What follows belongs to an exercise in optimizing a design on an open flow for a short achievable clock period and few clock cycles per item; a production flow would make more cautious choices. The RTL was checked by simulation tests, not by an equivalence proof against the original design. No activity file was given, so power comes from the tool's default toggle rates.

[flow/design.v]
`default_nettype none
package rv_core_pkg;
    typedef struct packed {
        logic [6:0] funct7;
        logic [4:0] rs2;
        logic [4:0] rs1;
        logic [2:0] funct3;
        logic [4:0] rd;
        logic [6:0] opcode;
    } r_fmt_t;
    typedef struct packed {
        logic [11:0] imm_11_0;
        logic [4:0]  rs1;
        logic [2:0]  funct3;
        logic [4:0]  rd;
        logic [6:0]  opcode;
    } i_fmt_t;
    typedef struct packed {
        logic [6:0] imm_11_5;
        logic [4:0] rs2;
        logic [4:0] rs1;
        logic [2:0] funct3;
        logic [4:0] imm_4_0;
        logic [6:0] opcode;
    } s_fmt_t;
    typedef struct packed {
        logic       imm_12;
        logic [5:0] imm_10_5;
        logic [4:0] rs2;
        logic [4:0] rs1;
        logic [2:0] funct3;
        logic [3:0] imm_4_1;
        logic       imm_11;
        logic [6:0] opcode;
    } b_fmt_t;
    typedef struct packed {
        logic [32-1:12] imm_31_12;
        logic [4:0]           rd;
        logic [6:0]           opcode;
    } u_fmt_t;
    typedef struct packed {
        logic       imm_20;
        logic [9:0] imm_10_1;
        logic       imm_11;
        logic [7:0] imm_19_12;
        logic [4:0] rd;
        logic [6:0] opcode;
    } j_fmt_t;
    typedef union packed {
        r_fmt_t r_fmt;
        i_fmt_t i_fmt;
        s_fmt_t s_fmt;
        b_fmt_t b_fmt;
        u_fmt_t u_fmt;
        j_fmt_t j_fmt;
    } instr_u;
    typedef enum logic [3:0] {
        ALU_ADD, ALU_SUB, ALU_AND, ALU_OR, ALU_XOR,
        ALU_SLL, ALU_SRL, ALU_SRA, ALU_SLT, ALU_SLTU
    } alu_op_e;
    typedef enum logic [3:0] {
        BR_NONE, BR_EQ, BR_NE, BR_LT, BR_GE,
        BR_LTU, BR_GEU, BR_JAL, BR_JALR
    } br_cond_e;
    typedef enum logic [1:0] {
        SRC_A_RS1, SRC_A_PC, SRC_A_ZERO
    } src_a_e;
    typedef enum logic {
        SRC_B_RS2, SRC_B_IMM
    } src_b_e;
endpackage
`default_nettype wire
`timescale 1ns/1ps
`default_nettype none
module rv_core (
    input  wire logic                clk,
    input  wire logic                rst_n_i,
    output logic      [32-1:0] imem_addr_o,
    input  wire logic [32-1:0] imem_data_i,
    output logic                     retire_valid_o,
    output logic      [32-1:0] retire_pc_o,
    output logic               [4:0] retire_rd_o,
    output logic      [32-1:0] retire_data_o
);
    logic [31:0] pc_q;
    logic        f_valid, f_kill, f_pred;
    logic [31:0] f_pc, f_ir;
    logic [31:1] f_sel1, f_sel2;     
    logic        f_fwd1, f_fwd2;     
    logic        f_byp1, f_byp2;     
    logic        e_valid, e_kill, e_is_jalr, e_br;
    logic        e_m_eq, e_m_ne, e_m_lt, e_m_ge, e_m_ltu, e_m_geu;
    logic        e_skip1;   
    logic [31:0] e_pc, e_pc4, e_tgt, e_const;
    logic        e_slow;    
    logic [31:0] e_a, e_b, e_sha, e_ca, e_cb, e_ja, e_jimm;
    logic  [4:0] e_shamt;
    logic        e_sel_add, e_cin, e_sel_and, e_sel_or, e_sel_xor, e_sel_sll,
                 e_sel_srl, e_sra, e_sel_slt, e_sel_sltu, e_sel_const, e_is_const;
    logic  [4:0] e_rd;    
    logic        w_valid;
    logic [31:0] w_pc, w_data;
    logic  [4:0] w_rd;
    logic [31:1] w_sel;   
    logic [31:0] regs_q [1:31];
    logic [31:1] reg_ok;   
    logic [31:0] in_w;
    logic [4:0]  in_rs1, in_rs2;
    logic        in_jal, in_br, in_uses1, in_uses2, in_st;
    logic [31:0] in_tgt_j, in_tgt_b, in_pc4, in_auipc;
    logic [31:0] f_tgt_b, f_pc4, f_auipc;
    assign imem_addr_o = pc_q;
    assign in_w     = imem_data_i;
    assign in_rs1   = in_w[19:15];
    assign in_rs2   = in_w[24:20];
    assign in_jal   = in_w[6:0] == 7'b1101111;
    assign in_br    = in_w[6:0] == 7'b1100011;
    assign in_uses1 = in_w[6:0] == 7'b0110011 || in_w[6:0] == 7'b0010011 || in_br
                      || in_w[6:0] == 7'b1100111;
    assign in_uses2 = in_w[6:0] == 7'b0110011 || in_br;
    assign in_st    = in_jal || (in_br && in_w[31]);
    rv_add32 add_in_j (.a(pc_q), .b({{12{in_w[31]}}, in_w[19:12], in_w[20], in_w[30:21], 1'b0}),
                       .cin(1'b0), .s(in_tgt_j));
    rv_add32 add_in_b (.a(pc_q), .b({{20{in_w[31]}}, in_w[7], in_w[30:25], in_w[11:8], 1'b0}),
                       .cin(1'b0), .s(in_tgt_b));
    rv_add32 add_in_u (.a(pc_q), .b({in_w[31:12], 12'b0}), .cin(1'b0), .s(in_auipc));
    assign in_pc4 = pc_q + 32'd4;
    logic        d_valid;
    logic [6:0]  d_op;
    logic [2:0]  d_f3;
    logic [4:0]  d_rs1, d_rs2, d_rd, d_rd_eff;
    logic [31:0] imm_i, imm_u, imm_b;
    logic        d_is_op, d_is_opi, d_is_alu, d_is_lui, d_is_auipc, d_is_jal, d_is_jalr,
                 d_is_br, d_wen, d_redirect, d_jalr_early, d_pred;
    logic [31:0] d_tgt_b, d_tgt_r, d_pc4, d_auipc;
    logic [31:0] rd1, rd2, d_rs1v, d_rs2v, d_rs2_or_imm;
    logic [4:0]  e_rd_eff;
    assign d_valid = f_valid && !f_kill;
    assign d_op  = f_ir[6:0];
    assign d_f3  = f_ir[14:12];
    assign d_rs1 = f_ir[19:15];
    assign d_rs2 = f_ir[24:20];
    assign d_rd  = f_ir[11:7];
    assign imm_i = {{20{f_ir[31]}}, f_ir[31:20]};
    assign imm_u = {f_ir[31:12], 12'b0};
    assign imm_b = {{20{f_ir[31]}}, f_ir[7], f_ir[30:25], f_ir[11:8], 1'b0};
    assign d_is_op    = d_op == 7'b0110011;
    assign d_is_opi   = d_op == 7'b0010011;
    assign d_is_alu   = d_is_op | d_is_opi;
    assign d_is_lui   = d_op == 7'b0110111;
    assign d_is_auipc = d_op == 7'b0010111;
    assign d_is_jal   = d_op == 7'b1101111;
    assign d_is_jalr  = d_op == 7'b1100111;
    assign d_is_br    = d_op == 7'b1100011;
    assign d_wen      = (d_is_alu | d_is_lui | d_is_auipc | d_is_jal | d_is_jalr)
                        && d_rd != 5'd0;
    assign d_rd_eff   = (d_valid && d_wen) ? d_rd : 5'd0;
    assign e_rd_eff = e_kill ? 5'd0 : e_rd;
    logic        in_jr_ok;
    logic [31:0] in_tgt_r;
    assign in_jr_ok = in_w[6:0] == 7'b1100111 && d_valid && (d_is_lui || d_is_auipc)
                      && d_rd != 5'd0 && d_rd == in_rs1;
    rv_add32 add_in_r (.a(d_is_lui ? imm_u : f_auipc), .b({{20{in_w[31]}}, in_w[31:20]}),
                       .cin(1'b0), .s(in_tgt_r));
    assign d_jalr_early = d_is_jalr && !f_pred && e_is_const && f_fwd1 && !e_kill;
    assign d_redirect   = d_valid && d_jalr_early && !stall;
    assign d_pred       = f_pred || d_jalr_early;
    logic [31:0] d_tgt_r_sum;
    assign d_tgt_b  = f_tgt_b;
    rv_add32 add_d_r (.a(e_const), .b(imm_i), .cin(1'b0), .s(d_tgt_r_sum));
    assign d_tgt_r  = {d_tgt_r_sum[31:1], 1'b0};
    assign d_pc4    = f_pc4;
    assign d_auipc  = f_auipc;
    always_comb begin
        rd1 = '0;
        rd2 = '0;
        for (int i = 1; i < 32; i++) begin
            rd1 = rd1 | ({32{f_sel1[i]}} & regs_q[i]);
            rd2 = rd2 | ({32{f_sel2[i]}} & regs_q[i]);
        end
    end
    assign d_rs1v = f_byp1 ? w_data : rd1;
    assign d_rs2v = f_byp2 ? w_data : rd2;
    assign d_rs2_or_imm = (d_is_op || d_is_br) ? d_rs2v : imm_i;
    logic [31:0] sum, shl, shr, result;
    logic        eq, lt, ltu, mispredict;
    logic [31:0] e_redirect_pc;
    rv_add32 add_e_sum  (.a(e_a), .b(e_b), .cin(e_cin), .s(sum));
    rv_cmp32 cmp_e (.a(e_ca), .b(e_cb), .eq(eq), .lt(lt), .ltu(ltu));
    assign shl   = e_sha << e_shamt;
    assign shr   = 32'($signed({e_sra & e_sha[31], e_sha}) >>> e_shamt);
    assign result = ({32{e_sel_add}}  & sum)
                  | ({32{e_sel_and}}  & (e_a & e_b))
                  | ({32{e_sel_or}}   & (e_a | e_b))
                  | ({32{e_sel_xor}}  & (e_a ^ e_b))
                  | ({32{e_sel_sll}}  & shl)
                  | ({32{e_sel_srl}}  & shr)
                  | {31'd0, (e_sel_slt & lt) | (e_sel_sltu & ltu)}
                  | ({32{e_sel_const}} & e_const);
    logic wrong, skip_ok;
    assign wrong      = (e_m_eq & eq) | (e_m_ne & !eq) | (e_m_lt & lt) | (e_m_ge & !lt)
                      | (e_m_ltu & ltu) | (e_m_geu & !ltu);
    assign skip_ok    = e_skip1 && d_valid && !f_pred && !d_redirect;
    assign mispredict = ((wrong & !skip_ok) | e_is_jalr) & !e_kill;
    logic [31:0] jalr_sum;
    rv_add32 add_e_jalr (.a(e_ja), .b(e_jimm), .cin(1'b0), .s(jalr_sum));
    assign e_redirect_pc = e_is_jalr ? {jalr_sum[31:1], 1'b0} : e_br ? e_tgt : e_pc4;
    logic br_live;
    logic [2:0] bf;
    logic d_shift, d_cmp;
    logic [31:0] d_opa_n, d_opb_n;
    assign br_live = d_valid && d_is_br && imm_b != 32'd4;
    assign bf      = d_f3;
    assign d_shift = d_is_alu && (d_f3 == 3'b001 || d_f3 == 3'b101);
    assign d_cmp   = d_is_br || (d_is_alu && (d_f3 == 3'b010 || d_f3 == 3'b011));
    logic fw1, fw2, stall, d_sub;
    assign d_sub   = d_is_op && d_f3 == 3'b000 && f_ir[30];
    logic [31:0] fast;
    assign fw1     = f_fwd1 && !e_kill;
    assign fw2     = f_fwd2 && !e_kill;
    assign stall   = d_valid && e_slow && (fw1 || fw2);
    assign fast    = ({32{e_sel_add}} & sum)
                   | ({32{e_sel_const}} & e_const);
    assign d_opa_n = fw1 ? fast : d_rs1v;
    assign d_opb_n = fw2 ? fast : d_rs2_or_imm;
    always_ff @(posedge clk or negedge rst_n_i) begin
        if (!rst_n_i) begin
            pc_q      <= 32'h0000_0000;
            f_valid   <= 1'b0;
            f_kill    <= 1'b0;
            e_valid   <= 1'b0;
            e_kill    <= 1'b0;
            e_skip1   <= 1'b0;
            e_slow    <= 1'b0;
            e_rd      <= 5'd0;
            e_is_jalr <= 1'b0;
            e_m_eq    <= 1'b0;
            e_m_ne    <= 1'b0;
            e_m_lt    <= 1'b0;
            e_m_ge    <= 1'b0;
            e_m_ltu   <= 1'b0;
            e_m_geu   <= 1'b0;
            w_valid   <= 1'b0;
            w_rd      <= 5'd0;
            w_sel     <= '0;
            reg_ok    <= '0;
        end else begin
            if (mispredict)      pc_q <= e_redirect_pc;
            else if (stall)      pc_q <= pc_q;
            else if (d_redirect) pc_q <= d_tgt_r;
            else if (in_jr_ok)   pc_q <= {in_tgt_r[31:1], 1'b0};
            else if (in_st)      pc_q <= in_jal ? in_tgt_j : in_tgt_b;
            else                 pc_q <= in_pc4;
            if (!stall) f_valid <= !d_redirect;
            f_kill  <= mispredict;
            e_valid   <= d_valid && !stall;
            e_kill    <= mispredict || (wrong && skip_ok && !e_kill);
            e_skip1   <= br_live && !stall && !d_pred && imm_b == 32'd8;
            e_rd      <= stall ? 5'd0 : d_rd_eff;
            e_slow    <= d_is_alu && d_f3 != 3'b000;
            e_is_jalr <= d_valid && !stall && d_is_jalr && !d_jalr_early && !f_pred;
            e_m_eq    <= br_live && !stall && ((bf == 3'b000 && !d_pred) || (bf == 3'b001 && d_pred));
            e_m_ne    <= br_live && !stall && ((bf == 3'b001 && !d_pred) || (bf == 3'b000 && d_pred));
            e_m_lt    <= br_live && !stall && ((bf == 3'b100 && !d_pred) || (bf == 3'b101 && d_pred));
            e_m_ge    <= br_live && !stall && ((bf == 3'b101 && !d_pred) || (bf == 3'b100 && d_pred));
            e_m_ltu   <= br_live && !stall && ((bf == 3'b110 && !d_pred) || (bf == 3'b111 && d_pred));
            e_m_geu   <= br_live && !stall && ((bf == 3'b111 && !d_pred) || (bf == 3'b110 && d_pred)
                                               || ((bf == 3'b010 || bf == 3'b011) && d_pred));
            w_valid <= e_valid && !e_kill;
            w_rd    <= e_rd_eff;
            for (int i = 1; i < 32; i++) w_sel[i] <= e_rd_eff == 5'(i);
            reg_ok  <= reg_ok | w_sel;
        end
    end
    always_ff @(posedge clk) begin
        if (!stall) begin
            f_ir    <= in_w;
            f_pc    <= pc_q;
            f_pc4   <= in_pc4;
            f_tgt_b <= in_tgt_b;
            f_auipc <= in_auipc;
            f_pred  <= in_st || in_jr_ok;
            for (int i = 1; i < 32; i++) begin
                f_sel1[i] <= in_rs1 == 5'(i) && (reg_ok[i] || w_sel[i]);
                f_sel2[i] <= in_rs2 == 5'(i) && (reg_ok[i] || w_sel[i]);
            end
            f_fwd1 <= d_rd_eff != 5'd0 && d_rd_eff == in_rs1 && in_uses1;
            f_fwd2 <= d_rd_eff != 5'd0 && d_rd_eff == in_rs2 && in_uses2;
            f_byp1 <= e_rd_eff != 5'd0 && e_rd_eff == in_rs1;
            f_byp2 <= e_rd_eff != 5'd0 && e_rd_eff == in_rs2;
        end else begin
            for (int i = 1; i < 32; i++) begin
                f_sel1[i] <= d_rs1 == 5'(i) && (reg_ok[i] || w_sel[i]);
                f_sel2[i] <= d_rs2 == 5'(i) && (reg_ok[i] || w_sel[i]);
            end
            f_fwd1 <= 1'b0;
            f_fwd2 <= 1'b0;
            f_byp1 <= e_rd_eff != 5'd0 && e_rd_eff == d_rs1;
            f_byp2 <= e_rd_eff != 5'd0 && e_rd_eff == d_rs2;
        end
        e_pc      <= f_pc;
        e_pc4     <= d_pc4;
        e_tgt     <= d_tgt_b;
        e_br      <= !d_pred;
        e_a       <= d_opa_n;
        e_b       <= d_opb_n ^ {32{d_sub}};
        e_sha     <= (fw1 && d_shift) ? fast : (d_shift ? d_rs1v : 32'd0);
        e_shamt   <= (fw2 && d_shift) ? fast[4:0] : (d_shift ? d_rs2_or_imm[4:0] : 5'd0);
        e_ca      <= (fw1 && d_cmp) ? fast : (d_cmp ? d_rs1v : 32'd0);
        e_ja      <= (fw1 && d_is_jalr) ? fast : (d_is_jalr ? d_rs1v : 32'd0);
        e_jimm    <= d_is_jalr ? imm_i : 32'd0;
        e_cb      <= (fw2 && d_cmp) ? fast : (d_cmp ? d_rs2_or_imm : 32'd0);
        e_const   <= d_is_lui ? imm_u : d_is_auipc ? d_auipc : d_pc4;
        e_is_const  <= d_is_lui | d_is_auipc | d_is_jal | d_is_jalr;
        e_sel_const <= d_is_lui | d_is_auipc | d_is_jal | d_is_jalr;
        e_sel_add <= d_is_alu && d_f3 == 3'b000;
        e_cin     <= d_sub;
        e_sel_sll <= d_is_alu && d_f3 == 3'b001;
        e_sel_slt <= d_is_alu && d_f3 == 3'b010;
        e_sel_sltu<= d_is_alu && d_f3 == 3'b011;
        e_sel_xor <= d_is_alu && d_f3 == 3'b100;
        e_sel_srl <= d_is_alu && d_f3 == 3'b101;
        e_sra     <= f_ir[30];
        e_sel_or  <= d_is_alu && d_f3 == 3'b110;
        e_sel_and <= d_is_alu && d_f3 == 3'b111;
        w_pc   <= e_pc;
        w_data <= (e_rd != 5'd0) ? result : 32'd0;
        for (int i = 1; i < 32; i++) if (w_sel[i]) regs_q[i] <= w_data;
    end
    assign retire_valid_o = w_valid;
    assign retire_pc_o    = w_pc;
    assign retire_rd_o    = w_rd;
    assign retire_data_o  = w_data;
endmodule
module rv_add32 (
    input  wire logic [31:0] a,
    input  wire logic [31:0] b,
    input  wire logic        cin,
    output logic      [31:0] s
);
    logic [31:0] g, p, p0;
    always_comb begin
        p0 = a ^ b;
        g  = a & b;
        p  = p0;
        g[0] = g[0] | (p[0] & cin);
        for (int k = 1; k < 32; k = k * 2) begin
            for (int i = 31; i >= k; i--) begin
                g[i] = g[i] | (p[i] & g[i-k]);
                p[i] = p[i] & p[i-k];
            end
        end
        s = p0 ^ {g[30:0], cin};
    end
endmodule
module rv_cmp32 (
    input  wire logic [31:0] a,
    input  wire logic [31:0] b,
    output logic             eq,
    output logic             lt,
    output logic             ltu
);
    logic [31:0] l, e;
    always_comb begin
        l = ~a & b;
        e = ~(a ^ b);
        l[31] = 1'b0;
        e[31] = 1'b1;
        for (int k = 1; k < 32; k = k * 2) begin
            for (int i = 0; i + k < 32; i += 2 * k) begin
                l[i] = l[i+k] | (e[i+k] & l[i]);
                e[i] = e[i+k] & e[i];
            end
        end
    end
    assign eq  = (a == b);
    assign ltu = (a[31] == b[31]) ? l[0] : b[31];
    assign lt  = (a[31] == b[31]) ? l[0] : a[31];
endmodule
`default_nettype wire
[flow/run.sh]
#!/bin/bash
# synth_recipe.tcl (not shown) runs the flow's synth.tcl, then flattens the netlist and writes it again
# the make line also repeats each setting of config.mk as NAME=value (left out here)
make -C /OpenROAD-flow-scripts/flow DESIGN_CONFIG=/design/flow/config.mk WORK_HOME=/design/flow/orfs CLKGATE_MAP_FILE= SYNTH_SCRIPT=/design/flow/synth_recipe.tcl finish
[flow/config.mk]
export PLATFORM = sky130hd
export DESIGN_NAME = rv_core
export DESIGN_NICKNAME = rv_core
export VERILOG_FILES = /design/flow/design.v
export SDC_FILE = /design/flow/constraint.sdc
export NUM_CORES = 4
export LEC_CHECK = 0
export CAP_MARGIN = 20
export CORE_MARGIN = 2
export CORE_UTILIZATION = 30
export PLACE_DENSITY = 0.5
export SETUP_SLACK_MARGIN = 4.0
export SLEW_MARGIN = 20
[flow/constraint.sdc]
create_clock -name core_clock -period 6.5 [get_ports {clk}]
set_input_delay 1.3000 -clock core_clock [delete_from_list [all_inputs] [get_ports {clk}]]
set_output_delay 1.3000 -clock core_clock [all_outputs]
set_load 0.01 [all_outputs]
==> results.yml, run 1 <==
outcome:
  outcome: "finished clean"
clock_network:
  cts_tree: "built"
  clock-sinks: 1732
  cts_root_buf: "clkbuf_16"
  numCtsBuffers: 198
  htreeDepth: 4
  clk_pin_slew_ns: 0.06
  clockBufferDepth: 4
  cts_hold_buf: 0
  clock_latency_ns: 0.91
timing:
  skew_ns: 0.09763
  max_slew_margin_pct: 15.25
  max_freq_mhz: 263.8
  fin_setup_tns_ns: 0
  post-route-min-period_ns: 3.790
  drv_slew: 0
  setup_viol: 0
  final_hold_viol_count: 0
  worst_pin_slew_ns: 1.271
  period_share_pct: 58.31
  rsz0062_at_grt: "yes"
detailed_routing:
  drt_iter0_drc: 13562
  drc_errors: 0
  routed_wl_um: 432200
  viasPerCell: 6.395
  via_count: 73426
  firstDrtPassIters: 7
  ant_nets: 0
  wl_per_cell_um: 37.64
layout:
  final_cell_area_um2: 107700
  layout_commonest_cell: "edfxtp_1"
  final_util_pct: 40.13
  drive_gt1_share_pct: 29.78
  num-nets-final: 8040
  synthToLayoutAreaGrowth_pct: 32.93
  regMostFlops: "regs_q"
  final_cell_mix: "1138 x edfxtp_1, 564 x buf_4, 428 x a22oi_1"
  largest_reg_flops: 992
logic_synthesis:
  synth.top_cells.by_area: "edfxtp_1 42%, dfxtp_1 12%, a22oi_1 4.2%, ha_1 3.7%, dfrtp_1 3.6%"
  yosysUniqueCellTypes: 107
  ys_async_sr_fraction_pct: 6.813
  netlist_instances: 6942
  synthDominantCellAreaShare_pct: 42.18
  synth_flop_cell: "edfxtp_1"
  avgSynthCellArea_um2: 11.67
  synth-seq-area-share_pct: 57.58
  syn-cell-area_um2: 81020
  synth_edf_count: 1138
  syn_nets: 7224
  yosys_warnings: 4
  synth_top_cell_by_area: "edfxtp_1"
  synth_seq_cells: 1732
floorplan:
  core-area_um2: 268400
  die_area_um2: 274300
  ios: 136
  dieHeight_um: 523.7
  initial_utilization_pct: 30.19
  die_w_um: 523.7
  std_cell_rows: 190
setup_path:
  r2r_slack_ns: 2.71
  crit_type: "reg -> reg"
  cp-start-kind: "register"
  reg2reg_depth: 19
  arrival_ns: 4.50
  reg2reg_to: "pc_q[24]"
  worstReg2RegStart: "f_ir[3]"
  cp.required_ns: 7.21
  critPathMaxFanout: 5
  crit_path_end_kind: "register"
global_route:
  first_global_vias: 68688
  grt_use_total_pct: 30.11
  grt_pass1_wl_um: 574500
  overflow: 0
  grt_max_degree: 86
  antenna_found_initial: 23
placement:
  placed_area_um2: 88210
  gp_congestion: 0.9447
  dp_hpwl_um: 253200
  numPortBuffers: 135
min_path:
  worstHoldEndpoint: "e_tgt[5]"
  min_path_cells: 0
  min_from: "f_tgt_b[5]"
  min_path_type: "reg -> reg"
power:
  fin_total_pwr_w: 0.03457
  ir_drop_mv: 0.2320
  leakage_nw: 39.85
  powerDensity_nw_per_um2: 320.9
job:
  cap_violations: 0
[synthesized netlist by cell type, types with 29 or more instances]
cell type and number:
o21ai_0 250, xnor2_1 156, edfxtp_1 1138, o211ai_1 54, o32ai_1 37, and2_1 36, dfxtp_1 476, a211oi_1 54
o22ai_1 32, a22oi_1 450, clkbuf_1 340, nand3_1 166, inv_1 266, xor2_1 83, ha_1 240, mux4_2 29
nand4_1 163, a22o_1 272, mux2i_1 164, nor3_1 143, a31oi_1 41, nor2b_1 69, nand2b_1 60, nor2_1 411
buf_1 52, and3_1 29, nand2_1 369, dfrtp_1 118, a221oi_1 286, a21oi_1 430, a21o_1 89
[cells by family after synthesis]
group,Yosys count,synth area share (%)
AOI/OAI and AO/OA,2237,19.97
and+or+nand+nor,1569,9.406
DFF,1732,57.58
buffers and inverters,697,3.345
adders and majority gates,248,3.904
xor gates and xnor gates,239,2.584
muxes,220,3.207
[what timing repair did]
action	4_1_cts	5_1_grt
gates resized for setup	1636	442
pin swaps	267	230
buffers inserted	458	133
endpoints found under the setup margin	565	533
gates cloned	44	4
[critical path, cell delays in order (launching register included)]
cell       delay (ns)
edfxtp_1         0.39
and4b_2          0.34
nand3_4          0.10
buf_12           0.15
buf_4            0.15
and2_4           0.17
nand2_2          0.07
fa_2             0.23
nor2b_4          0.05
o31a_1           0.27
a21o_4           0.25
o2111ai_4        0.23
a21boi_4         0.12
buf_6            0.15
a211o_1          0.27
a21oi_2          0.17
xor2_2           0.19
o21ai_1          0.10
a21oi_1          0.15
o22ai_1          0.08
[per-stage QoR]
step | hold WS [ns] | setup WS (ns) | cells
after detailed placement | 0.3121 | 1.157 | 10470
after CTS | 0.3006 | 2.654 | 11331
final | 0.3013 | 2.710 | 11482
after floorplan | 0.3096 | 2.572 | 6942
after global placement | 0.3099 | 1.224 | 10470
after global routing | 0.3051 | 2.639 | 11470
[worst max path at each step]
stage	from	endpoint	slack (ns)
6_report	f_ir[3]	pc_q[24]	2.71
3_3_place_gp	imem_data_i[23]	pc_q[26]	1.22
5_1_grt	f_ir[1]	pc_q[26]	2.64
2_1_floorplan	imem_data_i[8]	pc_q[29]	2.57
4_1_cts	f_ir[3]	pc_q[19]	2.65
3_5_place_dp	imem_data_i[23]	pc_q[27]	1.16
[layer usage]
metal,part of all wire (%),GRT usage [%],wire length (µm)
met4,7.5,17.65,32380
met3,14,10.29,62320
met5,0.074,0.2079,322
met1,37,39.49,161800
met2,41,42.77,175500
[final cells by class]
type                       count  area, µm²
tap                         3552       4444
fill                       25095     160700
timing repair buffer        1041      11440
clock buffer                 269       5580
timing repair inverter         3      37.54
multi-input combinational   4514      36880
sequential                  1732      47080
clock inverter                90       1151
antenna                       13      32.53
inverter                     268       1062
[power breakdown]
part | internal (W) | total (W) | switching (W)
clock network | 0.00697 | 0.0118 | 0.00486
registers | 0.0128 | 0.0136 | 0.000837
logic | 0.00402 | 0.00911 | 0.00509
total | 0.0238 | 0.0346 | 0.0108
Testbench counts, summed over its fixed seeds: cycles 36,226, items 32,339.
==> run 2: changes to the inputs <==
==> flow/flow/run.sh (new file) <==
#!/bin/bash
set -o pipefail
export BUFFER_PORTS_ARGS="-buffer_cell sky130_fd_sc_hd__buf_8"
bash standard.sh 2>&1 | tee standard.log
==> flow/standard.sh (new file) <==
#!/bin/bash
# synth_recipe.tcl (not shown) runs the flow's synth.tcl, then flattens the netlist and writes it again
# the make line also repeats each setting of config.mk as NAME=value (left out here)
make -C /OpenROAD-flow-scripts/flow DESIGN_CONFIG=/design/flow/config.mk WORK_HOME=/design/flow/orfs CLKGATE_MAP_FILE= SYNTH_SCRIPT=/design/flow/synth_recipe.tcl "${@:-finish}"
removed: flow/run.sh
==> run 2 against run 1 <==
Effect of this change: largest power group unchanged; cell count fell by 0.84%; critical endpoint is now e_sha[25]; highest routed layer unchanged; count of clock-buffer cells in the layout fell by 6; global-route usage rose by 0.11 points; still clean; critical path depth fell by 4; sequential power barely moved; clock power fell by 3%; critical path type unchanged; utilization barely moved; register-to-register slack barely moved; flip-flop and latch count did not move; via count rose by 0.57%.
==> results.yml, run 2 <==
logic_synthesis:
  synth_top_cell_by_area: "edfxtp_1"
  yosys_warnings: 4
  synth_flop_cell: "edfxtp_1"
  synth_edf_count: 1138
  yosys.cell_count.top_type: "edfxtp_1"
  syn_nets: 7224
  synthDominantCellAreaShare_pct: 42.18
  syn-cell-area_um2: 81020
  synth.top_cells.by_area: "edfxtp_1 42%, dfxtp_1 12%, a22oi_1 4.2%, ha_1 3.7%, dfrtp_1 3.6%"
  synth-seq-area-share_pct: 57.58
  yosysUniqueCellTypes: 107
  ys_async_sr_fraction_pct: 6.813
  synth_seq_cells: 1732
  avgSynthCellArea_um2: 11.67
  netlist_instances: 6942
  synthTopCellsByCount: "1138 x edfxtp_1, 476 x dfxtp_1, 450 x a22oi_1"
setup_path:
  path_buf_inv: 4
  critPathMaxFanout: 5
  crit_type: "reg -> reg"
  cp.required_ns: 7.17
  crit_slowest_cell: "o21ai_0"
  crit_chain: "inv_1, ha_1, o21a_1, o21ai_0, nor4_4, clkbuf_16, nor3_4, buf_4, buf_6, nand2_4, a21oi_4, xnor2_2, a22oi_2, o21ba_4, nor2_2"
  arrival_ns: 4.47
  worstReg2RegStart: "e_b[4]"
  crit_path_end_kind: "register"
  cp-startpoint: "e_b[4]"
  cp_slowest_stage_delay_ns: 0.79
  cp-start-kind: "register"
  cp_top_family: "compound AO/OA/AOI/OAI gates"
timing:
  skew_ns: 0.09844
  setup_ws_ns: 2.696
  setup_viol: 0
  max_freq_mhz: 262.9
  drv_slew: 0
  worst_pin_slew_ns: 1.333
  rsz0062_at_grt: "yes"
  fin_setup_tns_ns: 0
  post-route-min-period_ns: 3.804
  final_hold_viol_count: 0
  period_share_pct: 58.53
  max_slew_margin_pct: 11.15
detailed_routing:
  via_count: 73843
  ant_nets: 0
  viasPerCell: 6.485
  drc_errors: 0
  routed_wl_um: 433800
  drt_iter0_drc: 14229
  firstDrtPassIters: 9
  wl_per_cell_um: 38.10
clock_network:
  clockBufferDepth: 4
  clk_pin_slew_ns: 0.06
  numCtsBuffers: 195
  cts_root_buf: "clkbuf_16"
  cts_tree: "built"
  clock_latency_ns: 0.91
  cts_hold_buf: 0
  clock-sinks: 1732
  htreeDepth: 4
global_route:
  grt_max_degree: 80
  grt_pass1_wl_um: 576300
  first_global_vias: 68315
  grt_use_total_pct: 30.21
  antenna_found_initial: 23
  overflow: 0
layout:
  regMostFlops: "regs_q"
  final_cell_mix: "1138 x edfxtp_1, 461 x buf_4, 432 x a22oi_1"
  num-nets-final: 7937
  largest_reg_flops: 992
  drive_gt1_share_pct: 29.88
  synthToLayoutAreaGrowth_pct: 32.85
  layout_commonest_cell: "edfxtp_1"
  final_cell_area_um2: 107600
floorplan:
  die_w_um: 523.7
  dieHeight_um: 523.7
  ios: 136
  core-area_um2: 268400
  die_area_um2: 274300
  std_cell_rows: 190
  initial_utilization_pct: 30.19
placement:
  pre_cts_ws_ns: 1.748
  dp_hpwl_um: 254300
  gp_congestion: 0.9578
  numPortBuffers: 135
  placed_area_um2: 88900
outcome:
  outcome: "finished clean"
power:
  powerDensity_nw_per_um2: 317.3
  ir_drop_mv: 0.2296
  leakage_nw: 39.48
job:
  cap_violations: 0
min_path:
  min_from: "f_tgt_b[9]"
  min_path_type: "reg -> reg"
[run 2: changes by cell type in the layout (fill, tap and decap cells not counted), sizes merged, moves of 5 or more]
cell           previous run  this run
buf                     978       898
bufinv                   24        17
clkbuf                  278       268
clkdlybuf4s15             5         0
clkinv                   51        63
diode                    13        23
dlygate4sd2               8         0
inv                     276       267
[run 2: what timing repair did]
action                                  in CTS  in global routing
gates cloned                                43                  4
pin swaps                                  265                268
endpoints found under the setup margin     638                456
setup buffers                              378                118
resized for setup                         1059                450
[run 2: layer usage]
| metal | wire length (µm) | vias to the layer above | global-route usage [%] |
|---|---|---|---|
| li1 | - | 28513 | - |
| met1 | 161300 | 36487 | 39.82 |
| met2 | 173200 | 7057 | 42.12 |
| met3 | 65850 | 1772 | 11.23 |
| met4 | 33320 | 14 | 17.52 |
| met5 | 140 | - | 0.03465 |
[run 2: where the power goes]
group          leakage, nW  internal [W]  switching [W]
clock network         3.16       0.00660        0.00483
logic                 19.9       0.00395        0.00496
registers             16.4        0.0128       0.000998
[run 2: cells by family (layout without fill, tap and decap cells)]
group,Yosys count,after routing,share of synthesized area [%]
fa+ha+maj,248,248,3.904
buf+inv,697,1565,3.345
simple gates,1569,1570,9.406
xor+xnor,239,239,2.584
compound gates,2237,2237,19.97
mux,220,220,3.207
flops,1732,1732,57.58
other cells,0,23,0
[run 2: per-stage QoR]
| stage | total power [W] | util (%) | hold slack [ns] | std cells |
|---|---|---|---|---|
| floorplan | 0.01778 | - | 0.3096 | 6942 |
| global placement | 0.02079 | 33.12 | 0.3108 | 10467 |
| detailed placement | 0.02078 | 33.12 | 0.3121 | 10467 |
| CTS | 0.03325 | 38.91 | 0.2942 | 11241 |
| global route | 0.03508 | 40.09 | 0.3209 | 11364 |
| finish | 0.03416 | 40.11 | 0.3092 | 11386 |
[run 2: final cells by class]
type / count / area [µm²]
repair inverters: 2 / 17.52
well taps: 3552 / 4444
flip-flops and latches: 1732 / 47120
clock buffers: 263 / 5499
inverters: 268 / 1066
diodes: 23 / 57.56
clock inverters: 90 / 955.9
repair buffers: 942 / 11470
multi-input cells: 4514 / 37020
fillers: 24971 / 160800
[run 2: final timing paths]
path,slack (ns),depth (start not counted),to
max,2.70,15,e_sha[25]
min,0.31,0,e_tgt[9]
max reg2reg,2.70,15,e_sha[25]
min reg2reg,0.31,0,e_tgt[9]
max in group asynchronous,4.87,2,w_sel[21]
min in group asynchronous,0.40,1,w_valid

port drivers added, routing unchanged:
No port has a modelled driver above. Below, the same layouts with a new extraction and two added sets of constraints.
Step 1, drivers: a clkbuf_16 drives clk and a buf_2 each remaining input, both assumed.
Step 2 moves the port delays by t, midway between the first and last clock arrival at a register: inputs arrive t later, outputs are due t later. That takes back most of the time a late clock gives input paths.
Three values: no drivers, after step 1, after step 2; two values: the first two.
run	t, ns	setup WS [ns]	worst hold slack (ns)	worst setup path after step 2	worst register clock-pin slew, ns
run 1	0.955	2.710 / 2.710 / 1.924	0.301 / 0.301 / 0.301	input to register	0.07 / 0.07
run 2	0.961	2.696 / 2.696 / 1.906	0.309 / 0.309 / 0.309	input to register	0.07 / 0.07
After both steps setup and hold are still met in every run listed. For run 2, which loses most, drivers alone change the setup slack by 0.000 ns; drivers and shift together by -0.790 ns.
